This is an optimization exercise on Yosys and OpenROAD, whose aim is small area and a short achievable clock period, not a production implementation. At most, simulation tests tie the RTL to the original design; equivalence was not proved. Function not checked in runs 3 and 4: the RTL went through the layout flow alone.

[constraint.sdc]
create_clock -name core_clock -period 130.0 [get_ports {clk}]
set_input_delay 26.0000 -clock core_clock [delete_from_list [all_inputs] [get_ports {clk}]]
set_output_delay 26.0000 -clock core_clock [all_outputs]
set_load 0.01 [all_outputs]
[standard.sh]
#!/bin/bash
# synth_recipe.tcl (not shown) runs the flow's synth.tcl, then flattens the netlist and writes it again
# the make line also repeats each setting of config.mk as NAME=value (left out here)
make -C /OpenROAD-flow-scripts/flow DESIGN_CONFIG=/design/flow/config.mk WORK_HOME=/design/flow/orfs CLKGATE_MAP_FILE= SYNTH_SCRIPT=/design/flow/synth_recipe.tcl "${@:-finish}"
[flow/run.sh]
#!/bin/bash
# Standard ORFS layout, with plain buf_1 cells as the port buffers.
set -euo pipefail
export BUFFER_PORTS_ARGS="-buffer_cell sky130_fd_sc_hd__buf_1"
bash standard.sh finish > standard.log 2>&1
[design.v]
module muldiv_engine #(
    parameter int MULT_CYCLES = 5,
    parameter int DIV_CYCLES  = 10
) (
    input  logic        clk,
    input  logic        reset,
    input  logic        start,
    input  logic [2:0]  op,
    input  logic [31:0] d1,
    input  logic [31:0] d2,
    input  logic        flush,
    output logic        busy,
    output logic [31:0] hi,
    output logic [31:0] lo
);
    logic        busy_reg;
    logic [3:0]  cnt_reg;
    logic        is_div_reg, sgn_reg, sa_reg, bprev_reg;
    logic [31:0] a_reg, l_reg;
    logic [33:0] h_reg;
    logic [31:0] hi_reg, lo_reg;
    assign busy = busy_reg;
    assign hi   = hi_reg;
    assign lo   = lo_reg;
    wire accept = start && !flush && !busy_reg && (op != 3'd0) && (op != 3'd7);
    wire op_md  = (op == 3'd1) || (op == 3'd2) || (op == 3'd3) || (op == 3'd4);
    wire last     = (cnt_reg == 4'd1);
    wire div_pre  = is_div_reg && (cnt_reg == 4'd10);
    wire div_step = is_div_reg && !last;
    wire sb       = sgn_reg & a_reg[31];
    wire dz       = (a_reg == 32'd0);
    wire [34:0] m35  = {{3{sgn_reg & a_reg[31]}}, a_reg};
    wire [34:0] m35x2 = {m35[33:0], 1'b0};
    localparam int BLK = 7;
    function automatic logic [34:0] add35(input logic [34:0] x, input logic [34:0] y,
                                          input logic cin);
        logic [34:0] s;
        logic        c, s0, pre, cblk;
        c = cin; pre = 1'b1; cblk = 1'b0;
        for (int i = 0; i < 35; i++) begin
            if (i % BLK == 0 && i != 0) begin
                c = 1'b0; pre = 1'b1;
            end
            s0 = x[i] ^ y[i] ^ c;
            c  = (x[i] & y[i]) | (c & (x[i] ^ y[i]));
            s[i] = (i < BLK) ? s0 : (s0 ^ (cblk & pre));
            pre  = pre & s0;
            if (i % BLK == BLK - 1) cblk = (i < BLK) ? c : (c | (pre & cblk));
        end
        add35 = s;
    endfunction
    function automatic logic [31:0] cneg32(input logic [31:0] x, input logic neg);
        logic [31:0] s;
        logic        z;
        z = 1'b0;
        for (int i = 0; i < 32; i++) begin
            s[i] = x[i] ^ (neg & z);
            z    = z | x[i];
        end
        cneg32 = s;
    endfunction
    logic [34:0] t [0:3];
    logic [3:0]  qb;
    logic [7:0]  pbits;
    always_comb begin
        for (int j = 0; j < 4; j++) begin
            logic [34:0] x, y;
            logic        one, two, neg, b2, b1, b0, rs;
            if (j == 0) begin
                rs = h_reg[33];
                if (div_step) x = {h_reg[32], h_reg[32:0], l_reg[31]};
                else          x = {h_reg[33], h_reg};
            end else begin
                rs = t[j-1][34];
                if (div_step) x = {t[j-1][32], t[j-1][32:0], l_reg[31-j]};
                else          x = {t[j-1][34], t[j-1][34], t[j-1][34:2]};
            end
            b2 = l_reg[2*j+1];
            b1 = l_reg[2*j];
            b0 = (j == 0) ? bprev_reg : l_reg[2*j-1];
            if (is_div_reg) begin
                if (last) begin
                    one = rs; two = 1'b0; neg = rs & sb;          
                end else begin
                    one = 1'b1; two = 1'b0; neg = ~(rs ^ sb);     
                end
            end else if (last) begin
                one = bprev_reg & ~sgn_reg; two = 1'b0; neg = 1'b0;   
            end else begin
                one = b1 ^ b0;
                two = (b2 & ~b1 & ~b0) | (~b2 & b1 & b0);
                neg = b2;
            end
            y = (({35{one}} & m35) | ({35{two}} & m35x2)) ^ {35{neg}};
            t[j] = add35(x, y, neg);
            qb[3-j] = ~t[j][34];
            pbits[2*j+1 -: 2] = t[j][1:0];
        end
    end
    wire        neg_l  = div_pre ? (sgn_reg & l_reg[31]) : (is_div_reg & (sa_reg ^ sb));
    wire [31:0] l_neg  = cneg32(l_reg, neg_l);
    wire        neg_h  = is_div_reg & sa_reg;
    wire [31:0] h_res  = cneg32(t[0][31:0], neg_h);
    always_ff @(posedge clk) begin
        if (!busy_reg) begin
            a_reg      <= d2;
            l_reg      <= d1;
            h_reg      <= 34'd0;
            bprev_reg  <= 1'b0;
            sgn_reg    <= (op == 3'd1) || (op == 3'd3);
            is_div_reg <= (op == 3'd3) || (op == 3'd4);
            if (op == 3'd1 || op == 3'd2) cnt_reg <= 4'd5;
            else                          cnt_reg <= 4'd10;
        end else begin
            cnt_reg <= cnt_reg - 4'd1;
            if (div_pre) begin
                l_reg  <= l_neg;
                sa_reg <= sgn_reg & l_reg[31];
            end else if (!last) begin
                if (is_div_reg) begin
                    h_reg <= t[3][33:0];
                    l_reg <= {l_reg[27:0], qb};
                end else begin
                    h_reg     <= {t[3][34], t[3][34:2]};
                    l_reg     <= {pbits, l_reg[31:8]};
                    bprev_reg <= l_reg[7];
                end
            end
        end
        if (reset) begin
            busy_reg <= 1'b0;
            hi_reg   <= 32'd0;
            lo_reg   <= 32'd0;
        end else if (!busy_reg) begin
            busy_reg <= accept && op_md;
            if (accept && op == 3'd5) hi_reg <= d1;
            if (accept && op == 3'd6) lo_reg <= d1;
        end else if (last) begin
            busy_reg <= 1'b0;
            if (!(is_div_reg && dz)) begin
                hi_reg <= h_res;
                lo_reg <= l_neg;
            end
        end
    end
endmodule
[config.mk]
export PLATFORM = sky130hd
export DESIGN_NAME = muldiv_engine
export DESIGN_NICKNAME = muldiv_engine
export VERILOG_FILES = /design/flow/design.v
export SDC_FILE = /design/flow/constraint.sdc
export NUM_CORES = 4
export LEC_CHECK = 0
export CAP_MARGIN = 20
export CORE_MARGIN = 2
export CORE_UTILIZATION = 40
export SLEW_MARGIN = 20
==> out/qor.yml, run 1 <==
critical_path:
  crit_path_start_kind: "flip-flop"
  crit_path_end_kind: "flip-flop"
  max_stage_delay_ns: 0.78
  worstPathRequired_ns: 130.23
  crit_top_cell: "fa_1"
  crit_fanout: 72
  cpMaxStageDelayCell: "buf_4"
  criticalPathCategory: "reg -> reg"
  cp.arrival_ns: 27.84
yosys:
  synth_commonest_cells: "nand2_1, nor2_1, xor2_1"
  syn_inst: 2250
  synthesis.nets: 2476
  yosys.area.top_type: "fa_1"
  synthesis.area_um2: 18410
  yosysSeqAreaShare: 0.2224
  ys_warn_count: 2
  synth.top_cells.by_area: "fa_1, dfxtp_1, edfxtp_1"
  synth-edff-count: 67
  synthArstFlopShare: 0
  yosysMostFrequentCell: "nand2_1"
  synth_top_flop_cell: "dfxtp_1"
  syn_avg_cell_area_um2: 8.181
  synth_cell_type_count: 86
  synth_top_area_share: 0.1262
  ys_seq_elements: 171
grt:
  grt_usage: 0.2733
  grt-ovfl-total: 0
  grt_pass1_vias: 16450
  grt_max_degree: 73
  grt_pass1_wl_mm: 99.59
  antenna_found_initial: 0
sta:
  slew-limit-headroom: 0.3064
  setup_viol: 0
  skew_ns: 0.01900
  fin_tns_setup_ns: 0
  worstMarginPinSlew_ns: 1.038
  layout_min_cycle_time_ns: 27.61
  clock.fmax_mhz: 36.22
  fin_crit_sh: 0.2124
  drv_slew: 0
  rsz0062_at_grt: "false"
  finalHoldViolCount: 0
final_layout:
  finalNonFillerCells: 2850
  syn2layout_area_growth_pct: 7.640
  finalNetCount: 2463
  largest_reg_flops: 34
  diodes: 0
  drive_above_1_share: 0.05778
  n_fill_cell: 4625
clock_network:
  root_buffer: "clkbuf_16"
  cts.hold.buffers_added: 0
  htree_levels: 4
  clockBufferDepth: 2
  cts_made_buffers: 17
  clk_latency_ns: 0.51
  numClockSinks: 171
  cts_post_setup_buffers_inserted: 0
  tritoncts: "done"
  clk_pin_slew_ns: 0.07
  cts_resized: 0
floorplan:
  core-area_um2: 45380
  dieWidth_um: 218.5
  die_area_um2: 47750
  fp.dieH_um: 218.5
  placementRows: 78
  initial_core_util: 0.4056
  boundaryPins: 136
worst_hold_path:
  hold_class: "reg -> reg"
drt:
  drtIter0Drc: 1914
  routed_via_density: 6.028
  wirelength_mm: 64.66
  wl_per_cell_um: 22.69
  drtAntennaViolNets: 0
  dr.pass1.iters: 6
  via_count: 17180
  route.detailed.drc: 0
place:
  io_buffers: 135
  hpwl_mm: 47.93
  place_inst: 2818
  finalWeightedCongestion: 0.9118
outcome:
  outcome: "no timing/DRC/antenna violations"
job:
  maxCapViolations: 0
-- cell usage in the layout, fill, tap and decap left out, drive strengths merged, types with 7 or more instances in the layout --
cell / synthesis / final
nor2b: 16 / 16
or2: 8 / 8
nand4: 21 / 21
nor2: 195 / 195
a22oi: 126 / 126
o31ai: 14 / 14
nor3: 27 / 27
a32oi: 7 / 7
o211ai: 11 / 11
edfxtp: 67 / 67
clkbuf: 163 / 20
nand2: 295 / 295
a21o: 26 / 26
or3: 11 / 11
or4: 10 / 10
o41ai: 8 / 8
nor4: 15 / 15
a21oi: 155 / 155
a31oi: 20 / 20
xor2: 171 / 171
a211oi: 54 / 54
fa: 116 / 116
and2: 16 / 16
xnor2: 115 / 115
buf: 39 / 169
mux2: 16 / 16
o22ai: 7 / 7
nand2b: 9 / 9
dfxtp: 104 / 104
ha: 39 / 39
and3: 13 / 13
inv: 45 / 52
nand3: 43 / 43
a22o: 12 / 12
o21ai: 109 / 109
mux2i: 54 / 54
-- through the flow --
stage,cell area [µm²],setup WS [ns],hold WS [ns],util
6_report,19810,102.39,0.4531,0.4366
5_1_grt,19810,101.10,0.4673,0.4366
4_1_cts,19810,102.41,0.4539,0.4366
3_5_place_dp,19250,102.12,0.4460,0.4242
3_3_place_gp,19250,102.20,0.4401,0.4242
2_1_floorplan,18410,102.60,0.4316,-
-- routing by layer --
layer,global-route usage,vias up,wire length (µm),share of wire
li1,-,7943,-,-
met1,0.3810,8397,28490,0.44
met2,0.4288,743,29160,0.45
met3,0.03424,97,5000,0.077
met4,0.1075,0,2008,0.031
met5,0,-,0,0
-- cell families after synthesis --
kind of cell             synth area share
AND/OR/NAND/NOR                    0.1729
flip-flops                         0.2224
XOR/XNOR                           0.1365
AO/OA/AOI/OAI                      0.2224
multiplexers                      0.03915
adder cells (fa/ha/maj)            0.1532
buffers and inverters             0.05349
-- final cells by class --
type | instances | area, µm² | share of cell area
inverters | 47 | 176.4 | 0.008904
well taps | 600 | 750.7 | 0.03789
clock inverters | 13 | 131.4 | 0.006630
repair buffers | 170 | 770.7 | 0.03890
multi-input cells | 1830 | 13450 | 0.6790
flip-flops and latches | 171 | 4098 | 0.2068
clock buffers | 19 | 432.9 | 0.02185
-- final timing paths --
check,from,end,slack (ns),cells past startpoint
max,is_div_reg$_DFFE_PN_,l_reg[0]$_DFFE_PP_,102.39,78
min,lo_reg[20]$_SDFFE_PP0P_,lo_reg[20]$_SDFFE_PP0P_,0.45,2
max reg2reg,is_div_reg$_DFFE_PN_,l_reg[0]$_DFFE_PP_,102.39,78
min reg2reg,lo_reg[20]$_SDFFE_PP0P_,lo_reg[20]$_SDFFE_PP0P_,0.45,2
-- critical path: cells and delay by family, from the launching register on --
kind                       cells  cell delay (ns)
adders and majority gates     31            13.40
and+or+nand+nor               14             4.18
AOI/OAI and AO/OA             17             4.05
buffers and inverters         11             3.88
xor gates and xnor gates       5             1.35
DFF                            1             0.32
==> inputs of run 2 (changes only) <==
==> run.sh (new file) <==
#!/bin/bash
# synth_recipe.tcl (not shown) runs the flow's synth.tcl, then flattens the netlist and writes it again
# the make line also repeats each setting of config.mk as NAME=value (left out here)
make -C /OpenROAD-flow-scripts/flow DESIGN_CONFIG=/design/flow/config.mk WORK_HOME=/design/flow/orfs CLKGATE_MAP_FILE= SYNTH_SCRIPT=/design/flow/synth_recipe.tcl finish
removed: flow/run.sh
removed: standard.sh
==> run 2 against run 1 <==
Effect of this change:
- still clean on timing, DRC and antenna
- via count grew 0.95%
- non-clock buffer count is 2 higher
- count of clock-buffer cells in the layout decreased by 1
- setup slack got worse by 0.25 ns
- synthesized cell count stayed put
- clock skew barely moved
- wire length is 0.32% higher
- highest routed layer unchanged
==> out/qor.yml, run 2 <==
outcome:
  outcome: "no timing/DRC/antenna violations"
floorplan:
  boundaryPins: 136
  core-area_um2: 45380
  placementRows: 78
  die_area_um2: 47750
  dieWidth_um: 218.5
  initial_core_util: 0.4056
  fp.dieH_um: 218.5
final_layout:
  diodes: 0
  largest_reg_flops: 34
  finalNetCount: 2465
  final_area_um2: 20700
  layout_common_cells: "nand2_1, nor2_1, xor2_1"
  finalNonFillerCells: 2852
  syn2layout_area_growth_pct: 12.47
  postLayoutCoreUtil: 0.4562
  drive_above_1_share: 0.05950
  final_common_cell: "nand2_1"
place:
  io_buffers: 135
  hpwl_mm: 48.21
  dp_worst_setup_slack_ns: 101.68
  place_area_um2: 20100
  place_inst: 2820
  finalWeightedCongestion: 0.9322
yosys:
  syn_inst: 2250
  synth_cell_type_count: 86
  synth_top_flop_cell: "dfxtp_1"
  yosys.area.top_type: "fa_1"
  yosysMostFrequentCell: "nand2_1"
  synth_commonest_cells: "nand2_1, nor2_1, xor2_1"
  synthesis.area_um2: 18410
  ys_warn_count: 2
  synthArstFlopShare: 0
  synth.top_cells.by_area: "fa_1, dfxtp_1, edfxtp_1"
  synthesis.nets: 2476
  syn_avg_cell_area_um2: 8.181
  ys_seq_elements: 171
  yosysSeqAreaShare: 0.2224
  synth_top_area_share: 0.1262
  synth-edff-count: 67
clock_network:
  clk_latency_ns: 0.51
  cts.hold.buffers_added: 0
  clockBufferDepth: 2
  cts_made_buffers: 17
  htree_levels: 4
  tritoncts: "done"
  numClockSinks: 171
  clk_pin_slew_ns: 0.08
  root_buffer: "clkbuf_16"
  cts_post_setup_buffers_inserted: 0
  cts_resized: 0
sta:
  hold_ws_ns: 0.4567
  setup_viol: 0
  drv_slew: 0
  finalHoldViolCount: 0
  fin_crit_sh: 0.2143
  slew-limit-headroom: 0.3010
  layout_min_cycle_time_ns: 27.86
  worst_slack_ns: 102.14
  skew_ns: 0.01910
  rsz0062_at_grt: "false"
  fin_tns_setup_ns: 0
  worstMarginPinSlew_ns: 1.046
  clock.fmax_mhz: 35.90
worst_hold_path:
  hold_class: "reg -> reg"
critical_path:
  crit_path_end_kind: "primary output"
  cp_top_family: "flip-flops"
  path_buf_inv: 1
  crit_fanout: 53
  worstPathRequired_ns: 104.00
  crit_path_start_kind: "flip-flop"
  cpMaxStageDelayCell: "dfxtp_4"
  max_stage_delay_ns: 0.70
  cp.arrival_ns: 1.86
  criticalPathCategory: "reg -> out"
  crit_chain: "clkdlybuf4s50_1"
drt:
  wl_per_cell_um: 22.75
  drtAntennaViolNets: 0
  dr.pass1.iters: 7
  wirelength_mm: 64.87
  route.detailed.drc: 0
  routed_via_density: 6.081
  drtIter0Drc: 1771
  via_count: 17340
job:
  maxCapViolations: 0
grt:
  grt_usage: 0.2728
  grt_pass1_vias: 16480
  grt_pass1_wl_mm: 99.26
  grt_max_degree: 75
  antenna_found_initial: 0
  grt-ovfl-total: 0
-- run 2: changes by cell type in the layout (fill, tap and decap cells not counted), sizes merged --
cell           before  now
bufinv              1    0
clkdlybuf4s50       0  134
clkinv              4    8
clkinvlp            3    1
buf               169   38
clkbuf             20   18
-- run 2: final cells by class --
class,instances,area (µm²)
Inverter,47,176.4
Multi-Input combinational cell,1830,13450
Clock buffer,18,450.4
Clock inverter,14,148.9
Timing Repair Buffer,172,1624
Tap cell,600,750.7
Sequential cell,171,4098
Fill cell,4528,24680
-- run 2: tightest hold or removal path: stages, from the launching register on --
cell,delay [ns]
dfxtp_1,0.32
nand2_1,0.05
a21oi_1,0.05
-- run 2: worst paths after layout --
check	startpoint	end	slack (ns)	cells past startpoint
worst min register to register	hi_reg[22]$_SDFFE_PP0P_	hi_reg[22]$_SDFFE_PP0P_	0.46	2
worst min-delay path	hi_reg[22]$_SDFFE_PP0P_	hi_reg[22]$_SDFFE_PP0P_	0.46	2
worst max-delay path	busy_reg$_SDFF_PP0_	busy	102.14	1
worst max register to register	is_div_reg$_DFFE_PN_	l_reg[0]$_DFFE_PP_	102.54	80
-- run 2: logic make-up (layout without fill, tap and decap cells) --
kind of cell               after synthesis  after routing  share of synthesized area
buffers and inverters                  249            251                    0.05349
xor gates and xnor gates               286            286                     0.1365
muxes                                   70             70                    0.03915
and+or+nand+nor                        702            702                     0.1729
AOI/OAI and AO/OA                      616            616                     0.2224
adders and majority gates              156            156                     0.1532
DFF                                    171            171                     0.2224
-- run 2: metal layers --
metal,vias to the layer above,track usage,routed length (µm)
met4,0,0.1088,2352
li1,7941,-,-
met5,-,0,0
met2,748,0.4291,29360
met3,117,0.03981,4913
met1,8537,0.3753,28240
==> inputs of run 3 (changes only) <==
--- a/design.v
+++ b/design.v
@@ -18,2 +18,3 @@
     logic        is_div_reg, sgn_reg, sa_reg, bprev_reg;
+    logic        dpre_reg, dstep_reg, last_reg, busy_out_reg;
     logic [31:0] a_reg, l_reg;
@@ -21,3 +22,3 @@
     logic [31:0] hi_reg, lo_reg;
-    assign busy = busy_reg;
+    assign busy = busy_out_reg;
     assign hi   = hi_reg;
@@ -26,6 +27,7 @@
     wire op_md  = (op == 3'd1) || (op == 3'd2) || (op == 3'd3) || (op == 3'd4);
-    wire last     = (cnt_reg == 4'd1);
-    wire div_pre  = is_div_reg && (cnt_reg == 4'd10);
-    wire div_step = is_div_reg && !last;
-    wire sb       = sgn_reg & a_reg[31];
+    wire last     = last_reg;
+    wire div_pre  = dpre_reg;
+    wire div_step = dstep_reg;
+    logic sb_reg;
+    wire sb       = sb_reg;
     wire dz       = (a_reg == 32'd0);
@@ -110,2 +112,3 @@
             sgn_reg    <= (op == 3'd1) || (op == 3'd3);
+            sb_reg     <= ((op == 3'd1) || (op == 3'd3)) && d2[31];
             is_div_reg <= (op == 3'd3) || (op == 3'd4);
@@ -113,4 +116,10 @@
             else                          cnt_reg <= 4'd10;
+            dpre_reg   <= (op == 3'd3) || (op == 3'd4);
+            dstep_reg  <= (op == 3'd3) || (op == 3'd4);
+            last_reg   <= 1'b0;
         end else begin
-            cnt_reg <= cnt_reg - 4'd1;
+            cnt_reg   <= cnt_reg - 4'd1;
+            dpre_reg  <= 1'b0;
+            dstep_reg <= is_div_reg && (cnt_reg != 4'd2);
+            last_reg  <= (cnt_reg == 4'd2);
             if (div_pre) begin
@@ -131,2 +140,3 @@
             busy_reg <= 1'b0;
+            busy_out_reg <= 1'b0;
             hi_reg   <= 32'd0;
@@ -135,2 +145,3 @@
             busy_reg <= accept && op_md;
+            busy_out_reg <= start && !flush && op_md;
             if (accept && op == 3'd5) hi_reg <= d1;
@@ -139,2 +150,3 @@
             busy_reg <= 1'b0;
+            busy_out_reg <= 1'b0;
             if (!(is_div_reg && dz)) begin
==> flow/run.sh (new file) <==
#!/bin/bash
# Standard ORFS layout, with plain buf_1 cells as the port buffers.
set -euo pipefail
export BUFFER_PORTS_ARGS="-buffer_cell sky130_fd_sc_hd__buf_1"
bash standard.sh finish > standard.log 2>&1
==> standard.sh (new file) <==
#!/bin/bash
# synth_recipe.tcl (not shown) runs the flow's synth.tcl, then flattens the netlist and writes it again
# the make line also repeats each setting of config.mk as NAME=value (left out here)
make -C /OpenROAD-flow-scripts/flow DESIGN_CONFIG=/design/flow/config.mk WORK_HOME=/design/flow/orfs CLKGATE_MAP_FILE= SYNTH_SCRIPT=/design/flow/synth_recipe.tcl "${@:-finish}"
--- a/config.mk
+++ b/config.mk
@@ -9,3 +9,4 @@
 export CORE_MARGIN = 2
-export CORE_UTILIZATION = 40
+export CORE_UTILIZATION = 60
+export CTS_BUF_LIST = sky130_fd_sc_hd__clkbuf_8
 export SLEW_MARGIN = 20
removed: run.sh
==> run 3 against run 2 <==
Effect of this change:
- wire length down 7.9%
- critical path depth is 8 higher
- via count down 4.4%
- area after synthesis about the same
- setup slack worse by 0.091 ns
- sequential cell count is 5 higher
- highest routed layer unchanged
==> out/qor.yml, run 3 <==
clock_network:
  root_buffer: "clkbuf_8"
  cts_resized: 0
  htree_levels: 4
  clockBufferDepth: 2
  tritoncts: "done"
  clk_pin_slew_ns: 0.10
  cts.hold.buffers_added: 0
  cts_post_setup_buffers_inserted: 0
  cts_made_buffers: 17
  clk_latency_ns: 0.54
  numClockSinks: 176
critical_path:
  worstPathRequired_ns: 130.43
  cp.arrival_ns: 28.38
  crit_top_cell: "nand2_1"
  criticalPathCategory: "in -> reg"
  cp_top_family: "simple AND/OR/NAND/NOR gates"
  crit_fanout: 28
  r2r-start: "is_div_reg$_DFFE_PN_"
  crit_path_start_kind: "primary input"
  rrSetupSlack_ns: 102.25
  path_buf_inv: 1
  reg2reg_depth: 82
  max_stage_delay_ns: 0.66
  cpMaxStageDelayCell: "or4_1"
  rr_endpoint: "l_reg[0]$_DFFE_PP_"
  crit_path_end_kind: "flip-flop"
  crit_chain: "buf_1 > nor3b_1 > and2_1 > nand3b_1 > nand2_1 > nand2_1 > or4_1 > a21oi_1 > nor3_1"
sta:
  drv_slew: 0
  slew-limit-headroom: 0.3504
  finalHoldViolCount: 0
  worst_slack_ns: 102.05
  clock.fmax_mhz: 35.78
  fin_crit_sh: 0.2150
  worstMarginPinSlew_ns: 0.9662
  rsz0062_at_grt: "false"
  hold_ws_ns: 0.4625
  fin_tns_setup_ns: 0
  layout_min_cycle_time_ns: 27.95
  skew_ns: 0.01977
  setup_viol: 0
final_layout:
  finalNetCount: 2355
  drive_above_1_share: 0.08306
  diodes: 0
  syn2layout_area_growth_pct: 5.796
  final_area_um2: 19460
  layout_common_cells: "nor2_1, a21oi_1, nand2_1"
  postLayoutCoreUtil: 0.6412
  n_fill_cell: 2710
  largest_reg_flops: 34
  final_common_cell: "nor2_1"
grt:
  grt_max_degree: 87
  grt-ovfl-total: 0
  antenna_found_initial: 0
  grt_pass1_wl_mm: 91.01
  grtUsageMet1: 0.4831
  top_usage_layer: "met2"
  use_met2: 0.6104
  use_met3: 0.05153
  grt_pass1_vias: 15820
  grt_usage: 0.3775
drt:
  drtIter0Drc: 1753
  route.detailed.drc: 0
  routed_via_density: 6.532
  wl_per_cell_um: 23.52
  via_count: 16590
  dr.pass1.iters: 6
  drtAntennaViolNets: 0
  wirelength_mm: 59.72
floorplan:
  dieWidth_um: 179.1
  die_area_um2: 32070
  placementRows: 64
  fp.dieH_um: 179.1
  initial_core_util: 0.6060
  core-area_um2: 30350
  boundaryPins: 136
yosys:
  syn_avg_cell_area_um2: 8.639
  yosysMostFrequentCell: "nor2_1"
  yosys.area.top_type: "fa_1"
  synthArstFlopShare: 0
  synth_top_flop_cell: "dfxtp_1"
  synth_commonest_cells: "nor2_1, a21oi_1, nand2_1"
  synth.top_cells.by_area: "fa_1, dfxtp_1, edfxtp_1"
  synthesis.nets: 2354
  synth_cell_type_count: 85
  synthesis.area_um2: 18390
  syn_inst: 2129
  synth-edff-count: 68
  ys_seq_elements: 176
  yosysSeqAreaShare: 0.2286
  ys_warn_count: 2
  synth_top_area_share: 0.1263
place:
  io_buffers: 135
  finalWeightedCongestion: 0.9328
  place_area_um2: 19000
  dp_worst_setup_slack_ns: 101.54
  hpwl_mm: 44.68
job:
  maxCapViolations: 0
worst_hold_path:
  hold_class: "reg -> reg"
  holdPathStages: 2
  hp-start: "lo_reg[1]$_SDFFE_PP0P_"
  min_to: "lo_reg[1]$_SDFFE_PP0P_"
outcome:
  outcome: "no timing/DRC/antenna violations"
run 3: cell count changes after synthesis, sizes merged, moves of 16 or more:
cell and change:
a22o +27, a22oi -30, mux2 +43, nand2 -140, nor2 -16, xnor2 +31, xor2 -35
run 3: cells by family (layout without fill, tap and decap cells):
group / Yosys count / count (layout) / synth area share
AOI/OAI and AO/OA: 608 / 608 / 0.2191
xor gates and xnor gates: 282 / 282 / 0.1343
adders and majority gates: 155 / 155 / 0.1527
buffers and inverters: 227 / 241 / 0.04816
DFF: 176 / 176 / 0.2286
muxes: 109 / 109 / 0.06401
and+or+nand+nor: 572 / 572 / 0.1532
run 3: area by class of cell:
class / count / area, µm² / area share
multi-input combinational: 1726 / 13390 / 0.6882
sequential: 176 / 4213 / 0.2165
timing repair buffer: 167 / 748.2 / 0.03845
tap: 396 / 495.5 / 0.02546
clock buffer: 18 / 247.7 / 0.01273
clock inverter: 14 / 205.2 / 0.01055
inverter: 42 / 157.7 / 0.008102
run 3: stage by stage:
step / instances
detailed placement: 2507
finish: 2539
floorplan: 2129
CTS: 2539
global placement: 2507
global route: 2539
run 3: layer usage:
layer | vias to the layer above | share of wire
li1 | 7666 | -
met1 | 7961 | 0.41
met2 | 793 | 0.46
met3 | 166 | 0.073
met4 | 0 | 0.061
met5 | - | 0
run 3: worst register-to-register path: cells and delay by family, from the launching register on:
family	cells	cell delay, ns
mux	1	0.16
flops	1	0.34
buf+inv	11	4.07
fa+ha+maj	31	13.47
compound gates	16	4.07
xor+xnor	7	1.90
simple gates	16	3.50
run 3: how the worst max path moves through the flow:
stage	start	end	slack (ns)	cells after the start
after floorplan	flush	hi_reg[31]$_SDFFE_PP0P_	102.02	8
after global placement	flush	hi_reg[26]$_SDFFE_PP0P_	101.57	9
after detailed placement	flush	hi_reg[26]$_SDFFE_PP0P_	101.54	9
after CTS	flush	hi_reg[26]$_SDFFE_PP0P_	102.10	9
after global routing	is_div_reg$_DFFE_PN_	l_reg[0]$_DFFE_PP_	101.09	82
final	flush	hi_reg[26]$_SDFFE_PP0P_	102.05	9
==> inputs of run 4 (changes only) <==
--- a/config.mk
+++ b/config.mk
@@ -9,4 +9,3 @@
 export CORE_MARGIN = 2
-export CORE_UTILIZATION = 60
-export CTS_BUF_LIST = sky130_fd_sc_hd__clkbuf_8
+export CORE_UTILIZATION = 40
 export SLEW_MARGIN = 20
==> run 4 against run 3 <==
Effect of this change:
- first-iteration DRC count shrank 3.9%
- maximum frequency shrank 1.4%
- area after synthesis did not move
- final cell count grew 7.8%
- register-to-register slack better by 0.18 ns
- via count rose by 0.55%
- largest cell class unchanged
- highest routed layer is now met5
==> out/qor.yml, run 4 <==
outcome:
  outcome: "no timing/DRC/antenna violations"
critical_path:
  crit_path_start_kind: "primary input"
  cp.arrival_ns: 28.72
  crit_fanout: 31
  worstPathRequired_ns: 130.37
  crit_path_end_kind: "flip-flop"
  criticalPathCategory: "in -> reg"
final_layout:
  n_fill_cell: 4515
  largest_reg_flops: 34
  syn2layout_area_growth_pct: 7.898
  layout_common_cells: "nor2_1, a21oi_1, nand2_1"
  finalNetCount: 2350
  drive_above_1_share: 0.08045
  postLayoutCoreUtil: 0.4373
  final_common_cell: "nor2_1"
  diodes: 0
  final_area_um2: 19850
  finalNonFillerCells: 2738
yosys:
  yosysMostFrequentCell: "nor2_1"
  ys_seq_elements: 176
  synthesis.nets: 2354
  yosysSeqAreaShare: 0.2286
  synthArstFlopShare: 0
  syn_inst: 2129
  synth_top_area_share: 0.1263
  synth.top_cells.by_area: "fa_1, dfxtp_1, edfxtp_1"
  synth_cell_type_count: 85
  synth_commonest_cells: "nor2_1, a21oi_1, nand2_1"
  synth_top_flop_cell: "dfxtp_1"
  ys_warn_count: 2
  syn_avg_cell_area_um2: 8.639
  yosys.area.top_type: "fa_1"
  synth-edff-count: 68
  synthesis.area_um2: 18390
clock_network:
  clk_pin_slew_ns: 0.07
  htree_levels: 4
  cts_post_setup_buffers_inserted: 0
  clk_latency_ns: 0.51
  tritoncts: "done"
  clockBufferDepth: 2
  cts.hold.buffers_added: 0
  root_buffer: "clkbuf_16"
  cts_made_buffers: 17
  cts_resized: 0
  numClockSinks: 176
grt:
  grtUsageMet1: 0.3636
  antenna_found_initial: 1
  grt_max_degree: 128
  grt_pass1_vias: 15890
  use_met3: 0.04287
  grt-ovfl-total: 0
  use_met2: 0.4292
  grt_usage: 0.2696
  grt_pass1_wl_mm: 97.16
  top_usage_layer: "met2"
place:
  place_inst: 2706
  hpwl_mm: 47.90
  io_buffers: 135
  finalWeightedCongestion: 0.9685
  place_area_um2: 19240
drt:
  routed_via_density: 6.091
  route.detailed.drc: 0
  wirelength_mm: 64.12
  drtAntennaViolNets: 0
  wl_per_cell_um: 23.42
  via_count: 16680
  drtIter0Drc: 1684
  dr.pass1.iters: 6
floorplan:
  initial_core_util: 0.4053
  core-area_um2: 45380
  die_area_um2: 47710
  dieWidth_um: 218.4
  boundaryPins: 136
  fp.dieH_um: 218.4
  placementRows: 78
worst_hold_path:
  hold_class: "reg -> reg"
sta:
  hold_ws_ns: 0.4564
  skew_ns: 0.01555
  fin_crit_sh: 0.2181
  clock.fmax_mhz: 35.28
  rsz0062_at_grt: "false"
  finalHoldViolCount: 0
  worstMarginPinSlew_ns: 1.100
  setup_viol: 0
  fin_tns_setup_ns: 0
  slew-limit-headroom: 0.2601
  layout_min_cycle_time_ns: 28.35
  drv_slew: 0
job:
  maxCapViolations: 0
[run 4: cells by family after synthesis]
kind of cell,after synthesis,share of synthesized area
flops,176,0.2286
mux,109,0.06401
compound gates,608,0.2191
buf+inv,227,0.04816
simple gates,572,0.1532
fa+ha+maj,155,0.1527
xor+xnor,282,0.1343
[run 4: stage by stage]
step	setup slack, ns
final	101.65
after floorplan	102.02
after detailed placement	100.89
after global routing	101.02
after CTS	101.44
after global placement	101.00
[run 4: final timing paths]
kind / startpoint / end / slack (ns) / cells past startpoint
worst max-delay path: flush / lo_reg[28]$_SDFFE_PP0P_ / 101.65 / 9
worst max register to register: is_div_reg$_DFFE_PN_ / l_reg[0]$_DFFE_PP_ / 102.43 / 80
worst min register to register: hi_reg[19]$_SDFFE_PP0P_ / hi_reg[19]$_SDFFE_PP0P_ / 0.46 / 2
worst min-delay path: hi_reg[19]$_SDFFE_PP0P_ / hi_reg[19]$_SDFFE_PP0P_ / 0.46 / 2
[run 4: critical path: stages]
cell      delay (ns)
buf_1           0.07
nor3b_1         0.32
and2_1          0.26
nand3b_1        0.30
a21boi_4        0.74
and2_1          0.47
a21o_1          0.29
mux2i_1         0.22
nor2_1          0.05
[run 4: metal layers]
layer / routed length, µm / up-vias
met5: 13 / -
met4: 2418 / 2
met3: 4388 / 119
met2: 29240 / 697
met1: 28060 / 8205
li1: - / 7654
[run 4: area by class of cell]
cell class                      instances  area, µm²  share of cell area
Tap cell                              600      750.7             0.03783
Multi-Input combinational cell       1726      13400              0.6752
Sequential cell                       176       4213              0.2123
Timing Repair Buffer                  162      723.2             0.03644
Clock inverter                          9      80.08            0.004035
Clock buffer                           23      521.8             0.02629
Inverter                               42      157.7            0.007944
==> inputs of run 5 (changes only) <==
--- a/design.v
+++ b/design.v
@@ -35,3 +35,3 @@
     wire [34:0] m35x2 = {m35[33:0], 1'b0};
-    localparam int BLK = 7;
+    localparam int BLK = 6;
     function automatic logic [34:0] add35(input logic [34:0] x, input logic [34:0] y,
--- a/config.mk
+++ b/config.mk
@@ -7,2 +7,3 @@
 export LEC_CHECK = 0
+export ABC_AREA = 1
 export CAP_MARGIN = 20
==> run 5 against run 4 <==
Effect of this change:
- global-route usage fell by 2.4 points
- clock skew increased by 0.0076 ns
- non-clock buffer count unchanged
- maximum frequency grew 3.6%
- utilization is 0.093 points higher
- critical path type unchanged
- register-to-register slack improved by 0.75 ns
- first-iteration DRC count fell by 17%
- die area is 4.0% lower
- still clean
==> out/qor.yml, run 5 <==
outcome:
  outcome: "no timing/DRC/antenna violations"
drt:
  drtIter0Drc: 1395
  route.detailed.drc: 0
  wirelength_mm: 56.40
  wl_per_cell_um: 19.21
  via_count: 16270
  drtAntennaViolNets: 0
  dr.pass1.iters: 6
  routed_via_density: 5.541
grt:
  grt_pass1_wl_mm: 87.91
  grt_pass1_vias: 15620
  antenna_found_initial: 0
  grt-ovfl-total: 0
  grt_max_degree: 80
  grt_usage: 0.2457
floorplan:
  die_area_um2: 45800
  initial_core_util: 0.4077
  fp.dieH_um: 214.0
  placementRows: 76
  core-area_um2: 43270
  boundaryPins: 136
  dieWidth_um: 214.0
final_layout:
  syn2layout_area_growth_pct: 7.483
  diodes: 0
  n_fill_cell: 4474
  final_common_cell: "nand2_1"
  finalNetCount: 2567
  largest_reg_flops: 34
  layout_common_cells: "nand2_1, o21ai_0, inv_1"
  drive_above_1_share: 0.09188
yosys:
  yosysSeqAreaShare: 0.2383
  synth_top_area_share: 0.1271
  synthArstFlopShare: 0
  synth-edff-count: 68
  synth.top_cells.by_area: "fa_1, dfxtp_1, edfxtp_1"
  synth_cell_type_count: 54
  synth_commonest_cells: "nand2_1, o21ai_0, inv_1"
  syn_avg_cell_area_um2: 7.717
  yosysMostFrequentCell: "nand2_1"
  synthesis.nets: 2515
  syn_inst: 2286
  ys_warn_count: 2
  synth_top_flop_cell: "dfxtp_1"
  yosys.area.top_type: "fa_1"
  synthesis.area_um2: 17640
  ys_seq_elements: 176
clock_network:
  cts_post_setup_buffers_inserted: 0
  tritoncts: "done"
  cts_made_buffers: 17
  clk_pin_slew_ns: 0.07
  numClockSinks: 176
  cts_resized: 0
  root_buffer: "clkbuf_16"
  cts.hold.buffers_added: 0
  clockBufferDepth: 2
  clk_latency_ns: 0.50
  htree_levels: 4
critical_path:
  crit_fanout: 63
  crit_path_start_kind: "primary input"
  worstPathRequired_ns: 130.35
  r2r-start: "last_reg$_SDFF_PN0_"
  criticalPathCategory: "in -> reg"
  cp.arrival_ns: 27.72
  cp-startpoint: "op[2]"
  crit_path_end_kind: "flip-flop"
sta:
  skew_ns: 0.02319
  slew-limit-headroom: 0.3154
  rsz0062_at_grt: "false"
  fin_crit_sh: 0.2105
  finalHoldViolCount: 0
  hold_ws_ns: 0.4311
  fin_tns_setup_ns: 0
  layout_min_cycle_time_ns: 27.37
  setup_viol: 0
  clock.fmax_mhz: 36.54
  drv_slew: 0
  worstMarginPinSlew_ns: 1.023
worst_hold_path:
  hp-start: "cnt_reg[0]$_DFF_P_"
  hold_class: "reg -> reg"
place:
  finalWeightedCongestion: 0.9053
  hpwl_mm: 41.74
  io_buffers: 135
job:
  maxCapViolations: 0
==> run 5: cell types whose count changed after synthesis, sizes merged, moves of 66 or more <==
cell   before  now
inv        40  219
nand3      44  110
a22oi      96   10
a21oi     167   82
o22ai       1  134
nand2     155  480
nor2      179   95
o21ai     101  265
==> run 5: cells by family after synthesis <==
logic type	after synthesis	synth area share
mux	1	0.0005674
flops	176	0.2383
simple gates	760	0.2035
xor+xnor	216	0.1072
fa+ha+maj	158	0.1597
compound gates	601	0.1970
buf+inv	374	0.09369
==> run 5: worst max-delay path, stage by stage <==
cell,delay [ns]
buf_1,0.18
inv_1,0.11
o21ai_0,0.16
a21oi_1,0.07
nand2_1,0.12
nand2_2,0.55
o21ai_0,0.42
a31oi_1,0.06
==> run 5: cell type report <==
type,instances,area (µm²),area share
multi-input cells,1736,11810,0.6227
flip-flops and latches,176,4209,0.2220
inverters,245,922.1,0.04863
well taps,585,732.0,0.03860
repair buffers,162,716.9,0.03781
clock buffers,17,425.4,0.02244
clock inverters,15,148.9,0.007853
==> run 5: worst paths after layout <==
| path | endpoint | slack [ns] | cells after the start |
|---|---|---|---|
| setup / recovery | hi_reg[10]$_SDFFE_PP0P_ | 102.63 | 8 |
| hold / removal | cnt_reg[0]$_DFF_P_ | 0.43 | 1 |
| setup reg to reg | l_reg[0]$_DFFE_PP_ | 103.18 | 144 |
| hold reg to reg | cnt_reg[0]$_DFF_P_ | 0.43 | 1 |
==> run 5: stage by stage <==
| stage | util | cells | instance area [µm²] | worst slack [ns] |
|---|---|---|---|---|
| after floorplan | - | 2286 | 17640 | 102.88 |
| after global placement | 0.4246 | 2903 | 18370 | 102.13 |
| after detailed placement | 0.4246 | 2903 | 18370 | 102.12 |
| after CTS | 0.4379 | 2935 | 18950 | 102.66 |
| after global routing | 0.4382 | 2936 | 18960 | 101.23 |
| final | 0.4382 | 2936 | 18960 | 102.63 |
==> run 5: layer usage <==
metal,part of all wire,up-vias,track usage
li1,-,7798,-
met1,0.45,7776,0.3312
met2,0.44,590,0.3873
met3,0.073,104,0.04644
met4,0.035,0,0.1005
met5,0,-,0
==> inputs of run 6 (changes only) <==
==> run.sh (new file) <==
#!/bin/bash
# synth_recipe.tcl (not shown) runs the flow's synth.tcl, then flattens the netlist and writes it again
# the make line also repeats each setting of config.mk as NAME=value (left out here)
make -C /OpenROAD-flow-scripts/flow DESIGN_CONFIG=/design/flow/config.mk WORK_HOME=/design/flow/orfs CLKGATE_MAP_FILE= SYNTH_SCRIPT=/design/flow/synth_recipe.tcl finish
removed: flow/run.sh
removed: standard.sh
==> run 6 against run 5 <==
Effect of this change:
- still clean
- setup slack got worse by 0.36 ns
- register-to-register slack got worse by 0.27 ns
- area after synthesis did not move
==> out/qor.yml, run 6 <==
floorplan:
  dieWidth_um: 214.0
  boundaryPins: 136
  fp.dieH_um: 214.0
  die_area_um2: 45800
  initial_core_util: 0.4077
  placementRows: 76
  core-area_um2: 43270
yosys:
  ys_warn_count: 2
  synthArstFlopShare: 0
  syn_inst: 2286
  synth_commonest_cells: "nand2_1, o21ai_0, inv_1"
  yosys.area.top_type: "fa_1"
  synth.top_cells.by_area: "fa_1, dfxtp_1, edfxtp_1"
  synth_top_flop_cell: "dfxtp_1"
  synth-edff-count: 68
  yosysSeqAreaShare: 0.2383
  synthesis.nets: 2515
  yosysMostFrequentCell: "nand2_1"
  syn_avg_cell_area_um2: 7.717
  synth_top_area_share: 0.1271
  ys_seq_elements: 176
  synthesis.area_um2: 17640
  synth_cell_type_count: 54
drt:
  routed_via_density: 5.559
  wirelength_mm: 56.58
  drtAntennaViolNets: 0
  wl_per_cell_um: 19.28
  route.detailed.drc: 0
  via_count: 16310
  drtIter0Drc: 1314
  dr.pass1.iters: 5
sta:
  layout_min_cycle_time_ns: 27.73
  clock.fmax_mhz: 36.07
  drv_slew: 0
  fin_crit_sh: 0.2133
  fin_tns_setup_ns: 0
  worstMarginPinSlew_ns: 1.029
  worst_slack_ns: 102.27
  skew_ns: 0.01884
  rsz0062_at_grt: "false"
  hold_ws_ns: 0.4296
  finalHoldViolCount: 0
  setup_viol: 0
  slew-limit-headroom: 0.3116
critical_path:
  cp.arrival_ns: 28.08
  r2r-start: "last_reg$_SDFF_PN0_"
  max_stage_delay_ns: 0.56
  rr_endpoint: "l_reg[0]$_DFFE_PP_"
  worstPathRequired_ns: 130.35
  cp.depth: 8
  crit_path_start_kind: "primary input"
  crit_path_end_kind: "flip-flop"
  criticalPathCategory: "in -> reg"
  cpMaxStageDelayCell: "nand2_2"
  rrSetupSlack_ns: 102.91
  crit_top_cell: "o21ai_0"
  cp_top_family: "compound AO/OA/AOI/OAI gates"
  crit_fanout: 63
  reg2reg_depth: 144
  path_buf_inv: 2
  crit_chain: "clkdlybuf4s50_1 > inv_1 > o21ai_0 > a21oi_1 > nand2_1 > nand2_2 > o21ai_0 > a31oi_1"
clock_network:
  clockBufferDepth: 2
  cts_resized: 0
  cts_made_buffers: 17
  cts.hold.buffers_added: 0
  htree_levels: 4
  clk_pin_slew_ns: 0.07
  tritoncts: "done"
  numClockSinks: 176
  root_buffer: "clkbuf_16"
  clk_latency_ns: 0.51
  cts_post_setup_buffers_inserted: 0
place:
  io_buffers: 135
  place_inst: 2901
  place_area_um2: 19200
  dp_worst_setup_slack_ns: 101.73
  hpwl_mm: 41.91
  finalWeightedCongestion: 0.9030
final_layout:
  largest_reg_flops: 34
  final_common_cell: "nand2_1"
  finalNonFillerCells: 2934
  finalNetCount: 2565
  drive_above_1_share: 0.09195
  syn2layout_area_growth_pct: 12.19
  layout_common_cells: "nand2_1, o21ai_0, inv_1"
  diodes: 0
  n_fill_cell: 4383
  final_area_um2: 19790
grt:
  grt_pass1_wl_mm: 88.80
  grt_pass1_vias: 15720
  grt_max_degree: 73
  antenna_found_initial: 1
  grt_usage: 0.2487
  grt-ovfl-total: 0
worst_hold_path:
  hold_class: "reg -> reg"
  min_to: "cnt_reg[0]$_DFF_P_"
  hp-start: "cnt_reg[0]$_DFF_P_"
  holdPathStages: 1
outcome:
  outcome: "no timing/DRC/antenna violations"
job:
  maxCapViolations: 0
==> run 6: cell counts after synthesis <==
Identical to the previous run, type by type.
==> run 6: routing by layer <==
metal,vias to the layer above,GRT usage,share of wire
li1,7786,-,-
met1,7912,0.3376,0.45
met2,548,0.4051,0.46
met3,62,0.04558,0.068
met4,2,0.06946,0.020
met5,-,0,0.00023
==> run 6: cell families (layout without fill, tap and decap cells) <==
family / count (synthesis) / count (layout) / synth area share
AO/OA/AOI/OAI: 601 / 601 / 0.1970
AND/OR/NAND/NOR: 760 / 760 / 0.2035
multiplexers: 1 / 1 / 0.0005674
XOR/XNOR: 216 / 216 / 0.1072
adder cells (fa/ha/maj): 158 / 158 / 0.1597
flip-flops: 176 / 176 / 0.2383
buffers and inverters: 374 / 437 / 0.09369
==> run 6: layout make-up <==
type	count	area, µm²	share of cell area
flip-flops and latches	176	4209	0.2127
clock inverters	14	131.4	0.006638
well taps	585	732.0	0.03698
inverters	245	922.1	0.04659
clock buffers	18	429.2	0.02168
multi-input cells	1736	11810	0.5967
repair buffers	160	1559	0.07877
==> run 6: worst max-delay path by stage <==
| stage | startpoint | to | slack (ns) |
|---|---|---|---|
| 6_report | op[2] | hi_reg[21]$_SDFFE_PP0P_ | 102.27 |
| 5_1_grt | last_reg$_SDFF_PN0_ | l_reg[0]$_DFFE_PP_ | 100.80 |
| 4_1_cts | op[2] | hi_reg[30]$_SDFFE_PP0P_ | 102.28 |
| 3_5_place_dp | op[2] | hi_reg[30]$_SDFFE_PP0P_ | 101.73 |
| 3_3_place_gp | flush | hi_reg[31]$_SDFFE_PP0P_ | 101.81 |
| 2_1_floorplan | flush | hi_reg[28]$_SDFFE_PP0P_ | 102.88 |
==> run 6: stage by stage <==
step | utilization
2_1_floorplan | -
3_3_place_gp | 0.4438
6_report | 0.4574
5_1_grt | 0.4574
3_5_place_dp | 0.4438
4_1_cts | 0.4568
==> inputs of run 7 (changes only) <==
==> flow/run.sh (new file) <==
#!/bin/bash
# Standard ORFS layout, with plain buf_1 cells as the port buffers, and the repair steps
# asked to leave setup slack to spare at the design's clock period.
set -euo pipefail
export BUFFER_PORTS_ARGS="-buffer_cell sky130_fd_sc_hd__buf_1"
export SETUP_SLACK_MARGIN=102.8
bash standard.sh finish > standard.log 2>&1
==> standard.sh (new file) <==
#!/bin/bash
# synth_recipe.tcl (not shown) runs the flow's synth.tcl, then flattens the netlist and writes it again
# the make line also repeats each setting of config.mk as NAME=value (left out here)
make -C /OpenROAD-flow-scripts/flow DESIGN_CONFIG=/design/flow/config.mk WORK_HOME=/design/flow/orfs CLKGATE_MAP_FILE= SYNTH_SCRIPT=/design/flow/synth_recipe.tcl "${@:-finish}"
--- a/config.mk
+++ b/config.mk
@@ -11,2 +11,3 @@
 export CORE_UTILIZATION = 40
+export CTS_BUF_LIST = sky130_fd_sc_hd__clkbuf_8
 export SLEW_MARGIN = 20
removed: run.sh
==> run 7 against run 6 <==
Effect of this change:
- utilization decreased by 2.1 points
- area after synthesis unchanged
- maximum frequency increased by 2.1%
- non-clock buffer count increased by 9
- sequential share of layout area increased by 1.0 points
- synthesized cell count unchanged
- sequential cell count unchanged
- register-to-register slack improved by 1.6 ns
- highest routed layer is now met4
==> out/qor.yml, run 7 <==
grt:
  antenna_found_initial: 0
  grt_usage: 0.2457
  top_usage_layer: "met2"
  use_met2: 0.3872
  grt_pass1_wl_mm: 87.82
  grtUsageMet1: 0.3316
  grt-ovfl-total: 0
  grt_pass1_vias: 15630
  use_met3: 0.04402
  grt_max_degree: 80
yosys:
  yosys.area_share.xor_xnor: 0.1072
  synthesis.area_um2: 17640
  syn_inst: 2286
  synth_commonest_cells: "nand2_1, o21ai_0, inv_1"
  synth-edff-count: 68
  yosysMostFrequentCell: "nand2_1"
  syn_avg_cell_area_um2: 7.717
  synth_cell_type_count: 54
  yosys.area.top_type: "fa_1"
  synthSimpleGateAreaFrac: 0.2035
  synth_compound_area_frac: 0.1970
  synthArstFlopShare: 0
  synth-adder-area-share: 0.1597
  synth.top_cells.by_area: "fa_1, dfxtp_1, edfxtp_1"
  ys_warn_count: 2
  ys_seq_elements: 176
  synth_top_area_share: 0.1271
  synthMuxAreaShare: 0.0005674
  synth_top_family_by_area: "simple AND/OR/NAND/NOR gates"
  synthesis.nets: 2515
  synth_top_flop_cell: "dfxtp_1"
  yosysSeqAreaShare: 0.2383
critical_path:
  rr_endpoint: "l_reg[0]$_DFFE_PP_"
  max_stage_delay_ns: 0.42
  cp_top_family: "flip-flops"
  cpMaxStageDelayCell: "dfxtp_1"
  crit_path_end_kind: "primary output"
  r2r-start: "is_div_reg$_DFFE_PN_"
  criticalPathCategory: "reg -> out"
  rrSetupSlack_ns: 104.50
  crit_fanout: 2
  crit_path_start_kind: "flip-flop"
  worstPathRequired_ns: 104.00
  path_buf_inv: 1
  reg2reg_depth: 143
  crit_chain: "buf_2"
  cp.arrival_ns: 1.17
place:
  place_area_um2: 18370
  dp_worst_setup_slack_ns: 102.12
  hpwl_mm: 41.74
  io_buffers: 135
  place_inst: 2903
  finalWeightedCongestion: 0.9053
clock_network:
  clk_pin_slew_ns: 0.12
  cts_made_buffers: 17
  numClockSinks: 176
  root_buffer: "clkbuf_8"
  cts.hold.buffers_added: 0
  htree_levels: 4
  tritoncts: "done"
  clk_latency_ns: 0.58
  clockBufferDepth: 2
sta:
  drv_slew: 0
  skew_ns: 0.03361
  fin_tns_setup_ns: 0
  worst_slack_ns: 102.83
  worstMarginPinSlew_ns: 1.001
  slew-limit-headroom: 0.3306
  rsz0062_at_grt: "true"
  layout_min_cycle_time_ns: 27.17
  finalHoldViolCount: 0
  fin_crit_sh: 0.2090
  setup_viol: 0
  clock.fmax_mhz: 36.81
  hold_ws_ns: 0.4345
drt:
  via_count: 16310
  wl_per_cell_um: 19.13
  drtAntennaViolNets: 0
  drtIter0Drc: 1289
  wirelength_mm: 56.30
  route.detailed.drc: 0
  routed_via_density: 5.543
  dr.pass1.iters: 6
final_layout:
  final_common_cell: "nand2_1"
  drive_above_1_share: 0.09754
  multi_input_area_um2: 11830
  finalNetCount: 2574
  layout_common_cells: "nand2_1, o21ai_0, inv_1"
  syn2layout_area_growth_pct: 7.164
  regArea_um2: 4215
  final_area_um2: 18900
  finalNonFillerCells: 2943
  diodes: 0
  n_fill_cell: 4491
  largest_reg_flops: 34
outcome:
  outcome: "no timing/DRC/antenna violations"
floorplan:
  die_area_um2: 45800
  initial_core_util: 0.4077
  core-area_um2: 43270
  boundaryPins: 136
  placementRows: 76
  dieWidth_um: 214.0
  fp.dieH_um: 214.0
worst_hold_path:
  holdPathStages: 1
  min_to: "cnt_reg[0]$_DFF_P_"
  hp-start: "cnt_reg[0]$_DFF_P_"
  hold_class: "reg -> reg"
job:
  maxCapViolations: 0
## run 7: per-stage QoR
step                utilization
floorplan                     -
global placement         0.4246
detailed placement       0.4246
CTS                      0.4337
global route             0.4369
finish                   0.4369
## run 7: layout make-up
cell class                 count  area share
clock inverter                15    0.007876
clock buffer                  17     0.01238
tap                          585     0.03872
inverter                     245     0.04898
sequential                   176      0.2230
timing repair buffer         169     0.04342
multi-input combinational   1736      0.6257
## run 7: what timing repair did
action                                  4_1_cts  5_1_grt
cloned                                        0        0
pin swaps                                     0        1
gates resized for setup                       5       23
endpoints found under the setup margin       29       19
buffers inserted                              0        7
## run 7: worst register-to-register path: cells and delay by family, from the launching register on
family / cells / cell delay [ns]
adders and majority gates: 27 / 11.40
DFF: 1 / 0.37
xor gates and xnor gates: 5 / 0.97
and+or+nand+nor: 93 / 9.29
buffers and inverters: 8 / 1.79
AOI/OAI and AO/OA: 10 / 1.45
## run 7: worst max path at each step
| stage | from | end | slack [ns] | cells after the start |
|---|---|---|---|---|
| finish | hi_reg[2]$_SDFFE_PP0P_ | hi[2] | 102.83 | 1 |
| global route | is_div_reg$_DFFE_PN_ | l_reg[0]$_DFFE_PP_ | 102.77 | 143 |
| floorplan | flush | hi_reg[28]$_SDFFE_PP0P_ | 102.88 | 10 |
| CTS | hi_reg[31]$_SDFFE_PP0P_ | hi[31] | 102.80 | 1 |
| global placement | flush | hi_reg[31]$_SDFFE_PP0P_ | 102.13 | 11 |
| detailed placement | op[2] | hi_reg[20]$_SDFFE_PP0P_ | 102.12 | 8 |
## run 7: logic make-up (layout without fill, tap and decap cells)
| kind of cell | count (synthesis) | in the layout |
|---|---|---|
| buf+inv | 374 | 446 |
| mux | 1 | 1 |
| compound gates | 601 | 601 |
| flops | 176 | 176 |
| simple gates | 760 | 760 |
| fa+ha+maj | 158 | 158 |
| xor+xnor | 216 | 216 |
## run 7: per-layer routing
layer,wire (µm),vias up
li1,-,7805
met1,25220,7816
met2,25020,596
met3,4079,95
met4,1983,0
met5,0,-
==> inputs of run 8 (changes only) <==
--- a/config.mk
+++ b/config.mk
@@ -8,3 +8,3 @@
 export ABC_AREA = 1
-export CAP_MARGIN = 20
+export CAP_MARGIN = 0
 export CORE_MARGIN = 2
@@ -12,2 +12,3 @@
 export CTS_BUF_LIST = sky130_fd_sc_hd__clkbuf_8
-export SLEW_MARGIN = 20
+export CTS_CLUSTER_SIZE = 40
+export SLEW_MARGIN = 0
==> run 8 against run 7 <==
Effect of this change:
- still clean
- area after synthesis did not move
- maximum frequency about the same
- final cell count barely moved
- count of clock-buffer cells in the layout did not move
==> out/qor.yml, run 8 <==
clock_network:
  numClockSinks: 176
  htree_levels: 4
  tritoncts: "done"
  clockBufferDepth: 2
  root_buffer: "clkbuf_8"
  clk_latency_ns: 0.58
  clk_pin_slew_ns: 0.11
  cts.hold.buffers_added: 0
  cts_made_buffers: 17
place:
  hpwl_mm: 41.74
  dp_worst_setup_slack_ns: 102.12
  io_buffers: 135
  finalWeightedCongestion: 0.9053
  place_area_um2: 18370
final_layout:
  drive_above_1_share: 0.09716
  syn2layout_area_growth_pct: 7.079
  final_common_cell: "nand2_1"
  final_area_um2: 18890
  largest_reg_flops: 34
  layout_common_cells: "nand2_1, o21ai_0, inv_1"
  finalNetCount: 2573
  diodes: 0
outcome:
  outcome: "no timing/DRC/antenna violations"
critical_path:
  cpMaxStageDelayCell: "dfxtp_1"
  cp-startpoint: "hi_reg[2]$_SDFFE_PP0P_"
  r2r-start: "is_div_reg$_DFFE_PN_"
  path_buf_inv: 1
  crit_path_end_kind: "primary output"
  crit_path_start_kind: "flip-flop"
  max_stage_delay_ns: 0.41
  worstPathRequired_ns: 104.00
  crit_fanout: 2
  crit_chain: "buf_2"
  criticalPathCategory: "reg -> out"
  cp.arrival_ns: 1.15
  cp_top_family: "flip-flops"
drt:
  drtIter0Drc: 1246
  route.detailed.drc: 0
  routed_via_density: 5.546
  wl_per_cell_um: 19.15
  dr.pass1.iters: 5
  via_count: 16320
  drtAntennaViolNets: 0
  wirelength_mm: 56.35
yosys:
  synth-edff-count: 68
  yosys.area.top_type: "fa_1"
  synth_cell_type_count: 54
  syn_avg_cell_area_um2: 7.717
  synthesis.nets: 2515
  yosysSeqAreaShare: 0.2383
  yosysMostFrequentCell: "nand2_1"
  synthArstFlopShare: 0
  synthesis.area_um2: 17640
  synth_top_area_share: 0.1271
  synth_commonest_cells: "nand2_1, o21ai_0, inv_1"
  synth.top_cells.by_area: "fa_1, dfxtp_1, edfxtp_1"
  syn_inst: 2286
  ys_seq_elements: 176
  ys_warn_count: 2
  synth_top_flop_cell: "dfxtp_1"
grt:
  grt_usage: 0.2457
  antenna_found_initial: 0
  grt-ovfl-total: 0
  grt_max_degree: 80
  grt_pass1_vias: 15630
  grt_pass1_wl_mm: 87.82
sta:
  worstMarginPinSlew_ns: 1.038
  layout_min_cycle_time_ns: 27.15
  worst_slack_ns: 102.85
  slew-limit-headroom: 0.3038
  fin_tns_setup_ns: 0
  skew_ns: 0.03387
  setup_viol: 0
  clock.fmax_mhz: 36.83
  rsz0062_at_grt: "true"
  fin_crit_sh: 0.2089
  finalHoldViolCount: 0
  drv_slew: 0
floorplan:
  placementRows: 76
  dieWidth_um: 214.0
  initial_core_util: 0.4077
  die_area_um2: 45800
  boundaryPins: 136
  core-area_um2: 43270
  fp.dieH_um: 214.0
worst_hold_path:
  hp-start: "cnt_reg[0]$_DFF_P_"
  hold_class: "reg -> reg"
job:
  maxCapViolations: 0
-- run 8: cell families (layout without fill, tap and decap cells) --
| family | after synthesis | in the layout | synth area share |
|---|---|---|---|
| xor gates and xnor gates | 216 | 216 | 0.1072 |
| AOI/OAI and AO/OA | 601 | 601 | 0.1970 |
| and+or+nand+nor | 760 | 760 | 0.2035 |
| buffers and inverters | 374 | 445 | 0.09369 |
| adders and majority gates | 158 | 158 | 0.1597 |
| DFF | 176 | 176 | 0.2383 |
| muxes | 1 | 1 | 0.0005674 |
-- run 8: stage by stage --
| step | utilization | hold WS [ns] | std cells |
|---|---|---|---|
| floorplan | - | 0.4083 | 2286 |
| detailed placement | 0.4246 | 0.4229 | 2903 |
| CTS | 0.4337 | 0.4374 | 2935 |
| global route | 0.4366 | 0.4834 | 2942 |
| global placement | 0.4246 | 0.4223 | 2903 |
| finish | 0.4366 | 0.4345 | 2942 |
-- run 8: final cells by class --
class	instances	area, µm²
well taps	585	732.0
flip-flops and latches	176	4215
fillers	4492	24380
clock buffers	17	234.0
repair buffers	168	805.8
multi-input cells	1736	11830
inverters	245	925.9
clock inverters	15	148.9
-- run 8: final timing paths --
kind                                      endpoint  cells after the start  slack [ns]
worst min-delay path            cnt_reg[0]$_DFF_P_                      1        0.43
worst max-delay path                         hi[2]                      1      102.85
worst min register to register  cnt_reg[0]$_DFF_P_                      1        0.43
worst max register to register  l_reg[0]$_DFFE_PP_                    143      104.48
-- run 8: routing by layer --
layer | up-vias | wire length, µm | global-route usage | part of all wire
met5 | - | 0 | 0 | 0
met4 | 0 | 1933 | 0.1033 | 0.034
met3 | 91 | 4119 | 0.04402 | 0.073
met2 | 608 | 25080 | 0.3872 | 0.45
met1 | 7807 | 25220 | 0.3316 | 0.45
li1 | 7810 | - | - | -
-- run 8: what timing repair did --
item | in CTS | in global routing
setup endpoints to repair | 29 | 19
gates resized for setup | 5 | 23
pin swaps | 0 | 1
setup buffers | 0 | 7

-- afterwards: timing with drivers on the ports --
No port has a modelled driver above. Below, the same layouts with a new extraction and two added sets of constraints.
Step 1 assumes that a clkbuf_16 drives the clock port and a buf_2 every other input.
Step 2 also shifts input and output timing later by t, the mid clock arrival at the registers, as if the neighbouring blocks saw the same clock.
Three values: ideal, step 1, step 2; two values: the first two.
run | t (ns) | setup slack, ns | hold slack, ns
run 1 | 0.552 | 102.393 / 102.393 / 102.101 | 0.453 / 0.453 / 0.453
run 2 | 0.550 | 102.142 / 102.090 / 101.641 | 0.457 / 0.457 / 0.457
run 3 | 0.579 | 102.050 / 102.078 / 101.498 | 0.462 / 0.463 / 0.463
run 4 | 0.564 | 101.653 / 101.682 / 101.118 | 0.456 / 0.456 / 0.456
run 5 | 0.544 | 102.631 / 102.656 / 102.112 | 0.431 / 0.431 / 0.431
run 6 | 0.550 | 102.274 / 102.300 / 101.750 | 0.430 / 0.430 / 0.430
run 7 | 0.615 | 102.832 / 102.784 / 102.351 | 0.435 / 0.435 / 0.435
run 8 | 0.612 | 102.848 / 102.800 / 102.354 | 0.435 / 0.435 / 0.435
After both steps setup and hold are still met in every run listed. The setup slack of run 3, which loses most, moves by +0.028 ns with the drivers and by -0.552 ns with both steps.
